This design comes from an exercise in tuning for small area, a short achievable clock period and few clock cycles per item on the open sky130 flow, not from production work. Power and IR drop assume default switching activity.

## run 1
==> flow/design.v <==
package aup_pkg;
    localparam int CHAN_W   = 8;
    localparam int N_STAGE  = 8;
endpackage
module aup_lane (
    input  logic       i_clk,
    input  logic [7:0] i_chan,
    input  logic [7:0] i_alpha_s0,    
    input  logic [7:0] i_alpha_s1,    
    input  logic [7:0] i_alpha_s2,    
    input  logic [7:0] i_alpha_s3,    
    input  logic [7:0] i_alpha_s4,    
    input  logic [7:0] i_alpha_s5,    
    input  logic [7:0] i_alpha_s6,    
    input  logic [7:0] i_alpha_s7,    
    output logic       o_over,         
    output logic [7:0] o_q             
);
    function automatic logic [8:0] div_step(input logic [7:0] rem, input logic dbit,
                                            input logic [7:0] dvs);
        logic [8:0] ext;
        logic [8:0] dif;
        ext = {rem, dbit};
        dif = ext - {1'b0, dvs};
        div_step = dif[8] ? {1'b0, ext[7:0]} : {1'b1, dif[7:0]};
    endfunction
    logic [7:0] r_hi;
    logic       r_cz;
    always_ff @(posedge i_clk) begin
        r_hi <= i_chan - {7'd0, (i_chan != 8'd0)};
        r_cz <= (i_chan == 8'd0);
    end
    logic [7:0] r_rem1, r_sh1;
    logic       r_ov1;
    logic [7:0] r_rem2, r_sh2;
    logic       r_ov2;
    logic [7:0] r_rem3, r_sh3;
    logic       r_ov3;
    logic [7:0] r_rem4, r_sh4;
    logic       r_ov4;
    logic [7:0] r_rem5, r_sh5;
    logic       r_ov5;
    logic [7:0] r_rem6, r_sh6;
    logic       r_ov6;
    logic [7:0] r_rem7, r_sh7;
    logic       r_ov7;
    logic [7:0] w_rem1, w_sh1;
    logic       w_ov1;
    always_comb begin
        logic [8:0] st;
        w_rem1 = r_hi;
        w_sh1  = (~r_hi & {8{~r_cz}});
        st = div_step(w_rem1, w_sh1[7], i_alpha_s0);
        w_rem1 = st[7:0];
        w_sh1  = {w_sh1[6:0], st[8]};
    end
    assign w_ov1 = (r_hi >= i_alpha_s0);
    always_ff @(posedge i_clk) begin
        r_rem1 <= w_rem1;
        r_sh1  <= w_sh1;
        r_ov1  <= w_ov1;
    end
    logic [7:0] w_rem2, w_sh2;
    logic       w_ov2;
    always_comb begin
        logic [8:0] st;
        w_rem2 = r_rem1;
        w_sh2  = r_sh1;
        st = div_step(w_rem2, w_sh2[7], i_alpha_s1);
        w_rem2 = st[7:0];
        w_sh2  = {w_sh2[6:0], st[8]};
    end
    assign w_ov2 = r_ov1;
    always_ff @(posedge i_clk) begin
        r_rem2 <= w_rem2;
        r_sh2  <= w_sh2;
        r_ov2  <= w_ov2;
    end
    logic [7:0] w_rem3, w_sh3;
    logic       w_ov3;
    always_comb begin
        logic [8:0] st;
        w_rem3 = r_rem2;
        w_sh3  = r_sh2;
        st = div_step(w_rem3, w_sh3[7], i_alpha_s2);
        w_rem3 = st[7:0];
        w_sh3  = {w_sh3[6:0], st[8]};
    end
    assign w_ov3 = r_ov2;
    always_ff @(posedge i_clk) begin
        r_rem3 <= w_rem3;
        r_sh3  <= w_sh3;
        r_ov3  <= w_ov3;
    end
    logic [7:0] w_rem4, w_sh4;
    logic       w_ov4;
    always_comb begin
        logic [8:0] st;
        w_rem4 = r_rem3;
        w_sh4  = r_sh3;
        st = div_step(w_rem4, w_sh4[7], i_alpha_s3);
        w_rem4 = st[7:0];
        w_sh4  = {w_sh4[6:0], st[8]};
    end
    assign w_ov4 = r_ov3;
    always_ff @(posedge i_clk) begin
        r_rem4 <= w_rem4;
        r_sh4  <= w_sh4;
        r_ov4  <= w_ov4;
    end
    logic [7:0] w_rem5, w_sh5;
    logic       w_ov5;
    always_comb begin
        logic [8:0] st;
        w_rem5 = r_rem4;
        w_sh5  = r_sh4;
        st = div_step(w_rem5, w_sh5[7], i_alpha_s4);
        w_rem5 = st[7:0];
        w_sh5  = {w_sh5[6:0], st[8]};
    end
    assign w_ov5 = r_ov4;
    always_ff @(posedge i_clk) begin
        r_rem5 <= w_rem5;
        r_sh5  <= w_sh5;
        r_ov5  <= w_ov5;
    end
    logic [7:0] w_rem6, w_sh6;
    logic       w_ov6;
    always_comb begin
        logic [8:0] st;
        w_rem6 = r_rem5;
        w_sh6  = r_sh5;
        st = div_step(w_rem6, w_sh6[7], i_alpha_s5);
        w_rem6 = st[7:0];
        w_sh6  = {w_sh6[6:0], st[8]};
    end
    assign w_ov6 = r_ov5;
    always_ff @(posedge i_clk) begin
        r_rem6 <= w_rem6;
        r_sh6  <= w_sh6;
        r_ov6  <= w_ov6;
    end
    logic [7:0] w_rem7, w_sh7;
    logic       w_ov7;
    always_comb begin
        logic [8:0] st;
        w_rem7 = r_rem6;
        w_sh7  = r_sh6;
        st = div_step(w_rem7, w_sh7[7], i_alpha_s6);
        w_rem7 = st[7:0];
        w_sh7  = {w_sh7[6:0], st[8]};
    end
    assign w_ov7 = r_ov6;
    always_ff @(posedge i_clk) begin
        r_rem7 <= w_rem7;
        r_sh7  <= w_sh7;
        r_ov7  <= w_ov7;
    end
    logic [7:0] w_rem8, w_sh8;
    logic       w_ov8;
    always_comb begin
        logic [8:0] st;
        w_rem8 = r_rem7;
        w_sh8  = r_sh7;
        st = div_step(w_rem8, w_sh8[7], i_alpha_s7);
        w_rem8 = st[7:0];
        w_sh8  = {w_sh8[6:0], st[8]};
    end
    assign w_ov8 = r_ov7;
    assign o_q    = w_sh8;
    assign o_over = w_ov8;
endmodule
module aup_merge (
    input  logic [7:0] i_q,
    input  logic       i_zero,
    input  logic       i_over,
    output logic [7:0] o_chan
);
    assign o_chan = i_zero ? 8'd0 : (i_over ? 8'd255 : i_q);
endmodule
import aup_pkg::*;
module argb_unpremultiply (
    input  logic                             i_clk,
    input  logic                             i_rst_n,
    input  logic                             start,
    output logic                             busy,
    input  logic [aup_pkg::CHAN_W-1:0]       i_in_blue,
    input  logic [aup_pkg::CHAN_W-1:0]       i_in_green,
    input  logic [aup_pkg::CHAN_W-1:0]       i_in_red,
    input  logic [aup_pkg::CHAN_W-1:0]       i_in_alpha,
    output logic                             o_strobe,
    output logic [aup_pkg::CHAN_W-1:0]       o_out_red,
    output logic [aup_pkg::CHAN_W-1:0]       o_out_green,
    output logic [aup_pkg::CHAN_W-1:0]       o_out_blue,
    output logic [aup_pkg::CHAN_W-1:0]       o_out_alpha,
    output logic                             o_bad_premul
);
    logic [N_STAGE:0]                r_vld;
    logic [N_STAGE-1:0][CHAN_W-1:0]  r_alpha;
    logic [7:0] w_q_red, w_q_green, w_q_blue;
    logic [7:0] w_c_red, w_c_green, w_c_blue;
    logic       w_ov_red, w_ov_green, w_ov_blue;
    logic       w_zero;
    assign busy = 1'b0;
    always_ff @(posedge i_clk) begin
        if (!i_rst_n) begin
            r_vld <= '0;
        end else begin
            r_vld <= {r_vld[N_STAGE-1:0], start};
        end
    end
    always_ff @(posedge i_clk) begin
        r_alpha[0] <= i_in_alpha;
        for (int k = 1; k < N_STAGE; k++) begin
            r_alpha[k] <= r_alpha[k-1];
        end
    end
    aup_lane u_red (
        .i_clk   (i_clk),
        .i_chan  (i_in_red),
        .i_alpha_s0 (r_alpha[0]),
        .i_alpha_s1 (r_alpha[1]),
        .i_alpha_s2 (r_alpha[2]),
        .i_alpha_s3 (r_alpha[3]),
        .i_alpha_s4 (r_alpha[4]),
        .i_alpha_s5 (r_alpha[5]),
        .i_alpha_s6 (r_alpha[6]),
        .i_alpha_s7 (r_alpha[7]),
        .o_over  (w_ov_red),
        .o_q     (w_q_red)
    );
    aup_lane u_green (
        .i_clk   (i_clk),
        .i_chan  (i_in_green),
        .i_alpha_s0 (r_alpha[0]),
        .i_alpha_s1 (r_alpha[1]),
        .i_alpha_s2 (r_alpha[2]),
        .i_alpha_s3 (r_alpha[3]),
        .i_alpha_s4 (r_alpha[4]),
        .i_alpha_s5 (r_alpha[5]),
        .i_alpha_s6 (r_alpha[6]),
        .i_alpha_s7 (r_alpha[7]),
        .o_over  (w_ov_green),
        .o_q     (w_q_green)
    );
    aup_lane u_blue (
        .i_clk   (i_clk),
        .i_chan  (i_in_blue),
        .i_alpha_s0 (r_alpha[0]),
        .i_alpha_s1 (r_alpha[1]),
        .i_alpha_s2 (r_alpha[2]),
        .i_alpha_s3 (r_alpha[3]),
        .i_alpha_s4 (r_alpha[4]),
        .i_alpha_s5 (r_alpha[5]),
        .i_alpha_s6 (r_alpha[6]),
        .i_alpha_s7 (r_alpha[7]),
        .o_over  (w_ov_blue),
        .o_q     (w_q_blue)
    );
    assign w_zero = (r_alpha[N_STAGE-1] == '0);
    aup_merge u_m_red   (.i_q(w_q_red),   .i_zero(w_zero), .i_over(w_ov_red),   .o_chan(w_c_red));
    aup_merge u_m_green (.i_q(w_q_green), .i_zero(w_zero), .i_over(w_ov_green), .o_chan(w_c_green));
    aup_merge u_m_blue  (.i_q(w_q_blue),  .i_zero(w_zero), .i_over(w_ov_blue),  .o_chan(w_c_blue));
    always_ff @(posedge i_clk) begin
        o_out_red    <= w_c_red;
        o_out_green  <= w_c_green;
        o_out_blue   <= w_c_blue;
        o_out_alpha  <= r_alpha[N_STAGE-1];
        o_bad_premul <= ~w_zero & (w_ov_red | w_ov_green | w_ov_blue);
    end
    assign o_strobe = r_vld[N_STAGE];
endmodule
Settings: LEC_CHECK=0, CAP_MARGIN=20, CORE_MARGIN=2, CORE_UTILIZATION=40, SLEW_MARGIN=20; clock period 4.5 ns.
run.sh (not shown) runs the stock make flow with config.mk's settings and CLKGATE_MAP_FILE= SYNTH_SCRIPT=/design/flow/synth_recipe.tcl, a recipe that flattens the netlist after the stock synthesis.
Run 1 ended with every stage complete and zero timing, DRC or antenna violations.
Input changes introduced in run 2 (baseline for comparison: run 1):
# run 1
export LEC_CHECK = 0
export CAP_MARGIN = 20
export CORE_MARGIN = 2
export CORE_UTILIZATION = 40
export SLEW_MARGIN = 20
create_clock -name core_clock -period 4.5 [get_ports {i_clk}]
# run 2
export LEC_CHECK = 0
export CAP_MARGIN = 20
export CORE_MARGIN = 2
export CORE_UTILIZATION = 40
export SETUP_SLACK_MARGIN = 2.9
export SLEW_MARGIN = 20
create_clock -name core_clock -period 4.5 [get_ports {i_clk}]
==> flow/flow/run.sh (new file) <==
#!/bin/bash
# The standard layout, with two synthesis changes: adders are left to ABC
# (no fa/ha cell mapping), and ABC maps for delay with flow/abc.script.
set -euo pipefail
export MY_ABC_SCRIPT=$PWD/flow/abc.script
bash standard.sh ADDER_MAP_FILE= SYNTH_SCRIPT=$PWD/flow/my_synth.tcl finish > standard_flow.log 2>&1
==> flow/flow/abc.script (new file) <==
strash
dch
map -D 900
topo
stime -c
buffer -c
upsize -c
dnsize -c
==> flow/flow/my_synth.tcl (new file) <==
# The standard flow's synthesis script (synth_recipe.tcl), with ABC run on flow/abc.script
proc synth {args} { yosys synth -nofsm -noshare {*}$args }
proc abc {args} {
  set i [lsearch -exact $args -script]
  if { $i >= 0 } { lset args [expr {$i + 1}] $::env(MY_ABC_SCRIPT) }
  yosys abc {*}$args
}
source $::env(SCRIPTS_DIR)/synth.tcl
# left out here: clear keep_hierarchy, flatten, clean up, hide names made inside functions, write 1_2_yosys.v
==> flow/standard.sh (new file) <==
#!/bin/bash
# synth_recipe.tcl (not shown) runs the flow's synth.tcl, then flattens the netlist and writes it again
# the make line also repeats each setting of config.mk as NAME=value (left out here)
make -C /OpenROAD-flow-scripts/flow DESIGN_CONFIG=/design/flow/config.mk WORK_HOME=/design/flow/orfs CLKGATE_MAP_FILE= SYNTH_SCRIPT=/design/flow/synth_recipe.tcl "${@:-finish}"
removed: flow/run.sh
==> run notes <==
Run 1 finished every step from synthesis to the final layout, and the layout passed the timing, DRC and antenna checks. Every stage of the flow completed for run 2, and the final layout passed the timing, DRC and antenna checks. The post-synthesis instance total in run 2 sits about 40% above the value recorded for run 1. Diff run 1 -> run 2: area growth from synthesis to final layout up 37 points, global route total overflow flat. When the final numbers for run 1 and run 2 were put side by side, the share of synthesized area occupied by flip-flops and latches turned out to be smaller in run 1. Run 2 vs. run 1: slew at the pin closest to its max-slew limit went up by 0.34 ns. On xor/xnor cell area share of the yosys netlist, run 1 and run 2 are neck and neck. Against run 1, the final cell area of run 2 is higher. Summary of run 2 over run 1: weighted congestion reported at the end of routability-driven placement climbed about 4.6%, met1 track demand over resource in global routing now sits higher.
The following lists how run 3 was set up differently from run 2:
# run 2
export LEC_CHECK = 0
export CAP_MARGIN = 20
export CORE_MARGIN = 2
export CORE_UTILIZATION = 40
export SETUP_SLACK_MARGIN = 2.9
export SLEW_MARGIN = 20
create_clock -name core_clock -period 4.5 [get_ports {i_clk}]
# run 3
export LEC_CHECK = 0
export CAP_MARGIN = 20
export CORE_MARGIN = 2
export CORE_UTILIZATION = 40
export SETUP_SLACK_MARGIN = 2.5
export SLEW_MARGIN = 20
create_clock -name core_clock -period 4.5 [get_ports {i_clk}]
==> flow/flow/run.sh <==
#!/bin/bash
# Standard layout, with adders left to ABC instead of mapped to fa/ha cells.
set -euo pipefail
bash standard.sh ADDER_MAP_FILE= finish > standard_flow.log 2>&1
removed: flow/flow/abc.script
removed: flow/flow/my_synth.tcl
==> run notes <==
Result for run 2 and run 3: all clean
Compared with run 2, in run 3 worst-case setup slack after placement shows a reduction of 0.26 ns; area after synthesis fell by about 10%; area of the core shrank by 11%; sequential cell area in the final layout decreased by 110 sq um relative to the old numbers; cell area after layout went down 18%.
Worst hold slack of run 3 is on par with run 2.
For run 3, the termination of the worst setup path was u_green.r_rem1[1], unlike run 2, where it was o_out_blue[1].
Run 3 ended up with a lower non-clock buffer count than run 2 did.
Run 3 vs run 2: CTS buffer count down by a little under 10%
Input changes introduced in run 4 (baseline for comparison: run 3):
# run 3
export LEC_CHECK = 0
export CAP_MARGIN = 20
export CORE_MARGIN = 2
export CORE_UTILIZATION = 40
export SETUP_SLACK_MARGIN = 2.5
export SLEW_MARGIN = 20
create_clock -name core_clock -period 4.5 [get_ports {i_clk}]
# run 4
export LEC_CHECK = 0
export ABC_CLOCK_PERIOD_IN_PS = 1700
export CAP_MARGIN = 20
export CORE_MARGIN = 2
export CORE_UTILIZATION = 40
export SETUP_SLACK_MARGIN = 2.8
export SLEW_MARGIN = 20
create_clock -name core_clock -period 4.5 [get_ports {i_clk}]
==> flow/run.sh (new file) <==
#!/bin/bash
# synth_recipe.tcl (not shown) runs the flow's synth.tcl, then flattens the netlist and writes it again
# the make line also repeats each setting of config.mk as NAME=value (left out here)
make -C /OpenROAD-flow-scripts/flow DESIGN_CONFIG=/design/flow/config.mk WORK_HOME=/design/flow/orfs CLKGATE_MAP_FILE= SYNTH_SCRIPT=/design/flow/synth_recipe.tcl finish
removed: flow/flow/run.sh
removed: flow/standard.sh
Changes observed in run 4 relative to run 3: non-clock buffer count in the final layout shows a reduction of about 12%, number of clock buffers in the layout increased by 6 relative to the old numbers.
Relative contribution of sequential cells to total power, run 3 and run 4: larger value in run 3
Critical path's slowest cell = dfxtp_4: run 4; critical path's slowest cell = a311o_1: run 3
The die area reported for run 4 is greater than that of run 3 by 13%.
Modified inputs, run 5 compared to run 4
# run 4
export LEC_CHECK = 0
export ABC_CLOCK_PERIOD_IN_PS = 1700
export CAP_MARGIN = 20
export CORE_MARGIN = 2
export CORE_UTILIZATION = 40
export SETUP_SLACK_MARGIN = 2.8
export SLEW_MARGIN = 20
create_clock -name core_clock -period 4.5 [get_ports {i_clk}]
# run 5
export LEC_CHECK = 0
export CAP_MARGIN = 20
export CORE_MARGIN = 2
export CORE_UTILIZATION = 40
export SETUP_SLACK_MARGIN = 2.4
export SLEW_MARGIN = 20
create_clock -name core_clock -period 4.5 [get_ports {i_clk}]
==> flow/flow/run.sh (new file) <==
#!/bin/bash
# The standard layout, with two synthesis changes: adders are left to ABC
# (no fa/ha cell mapping), and ABC maps for delay with flow/abc.script.
set -euo pipefail
export MY_ABC_SCRIPT=$PWD/flow/abc.script
bash standard.sh ADDER_MAP_FILE= SYNTH_SCRIPT=$PWD/flow/my_synth.tcl finish > standard_flow.log 2>&1
==> flow/flow/abc.script (new file) <==
strash
dch
map -D 900
topo
stime -c
buffer -c
upsize -c
dnsize -c
==> flow/flow/my_synth.tcl (new file) <==
# The standard flow's synthesis script (synth_recipe.tcl), with ABC run on flow/abc.script
proc synth {args} { yosys synth -nofsm -noshare {*}$args }
proc abc {args} {
  set i [lsearch -exact $args -script]
  if { $i >= 0 } { lset args [expr {$i + 1}] $::env(MY_ABC_SCRIPT) }
  yosys abc {*}$args
}
source $::env(SCRIPTS_DIR)/synth.tcl
# left out here: clear keep_hierarchy, flatten, clean up, hide names made inside functions, write 1_2_yosys.v
==> flow/standard.sh (new file) <==
#!/bin/bash
# synth_recipe.tcl (not shown) runs the flow's synth.tcl, then flattens the netlist and writes it again
# the make line also repeats each setting of config.mk as NAME=value (left out here)
make -C /OpenROAD-flow-scripts/flow DESIGN_CONFIG=/design/flow/config.mk WORK_HOME=/design/flow/orfs CLKGATE_MAP_FILE= SYNTH_SCRIPT=/design/flow/synth_recipe.tcl "${@:-finish}"
removed: flow/run.sh
Results
simple AND/OR/NAND/NOR gates as the main combinational cell family by area after synthesis was reported by run 5, and adder cells by run 4.
Count of vias placed by the detailed router (run 5 / run 4): 1.2
Compared with run 4, run 5 shows a lower width of the die.
In the tables for run 5 and run 4, fmax reads higher with run 5.
No run of this note included a check of the RTL's function; only the layout flow was run.

==> afterwards: timing with drivers on the ports <==
The flow's constraints put no driver on any port. The routed layouts listed below were extracted and timed again, unchanged, in two steps. Step 1 (the two cells are an assumption about what drives the block):
set clk [get_ports {i_clk}]
set_driving_cell -lib_cell sky130_fd_sc_hd__clkbuf_16 $clk
set_driving_cell -lib_cell sky130_fd_sc_hd__buf_2 [delete_from_list [all_inputs] $clk]
Step 2, shift: input delay + t, output delay - t, t = (earliest + latest rising clock arrival at the registers) / 2. This alone moves slack from input paths to output paths. a / b / c = ideal / step 1 / step 2; a / b = the first two.
run	t, ns	setup WS [ns]	pins driven straight from the clock port
run 1	0.641	1.719 / 1.719 / 1.428	1
run 2	0.675	2.547 / 2.486 / 2.312	1
run 3	0.633	2.129 / 2.129 / 1.936	1
run 4	0.649	2.116 / 2.116 / 1.891	1
run 5	0.666	2.441 / 2.382 / 1.946	1
After both steps every run listed still meets setup and hold. The setup slack of run 5, which loses most, moves by -0.059 ns with the drivers and by -0.495 ns with both steps.
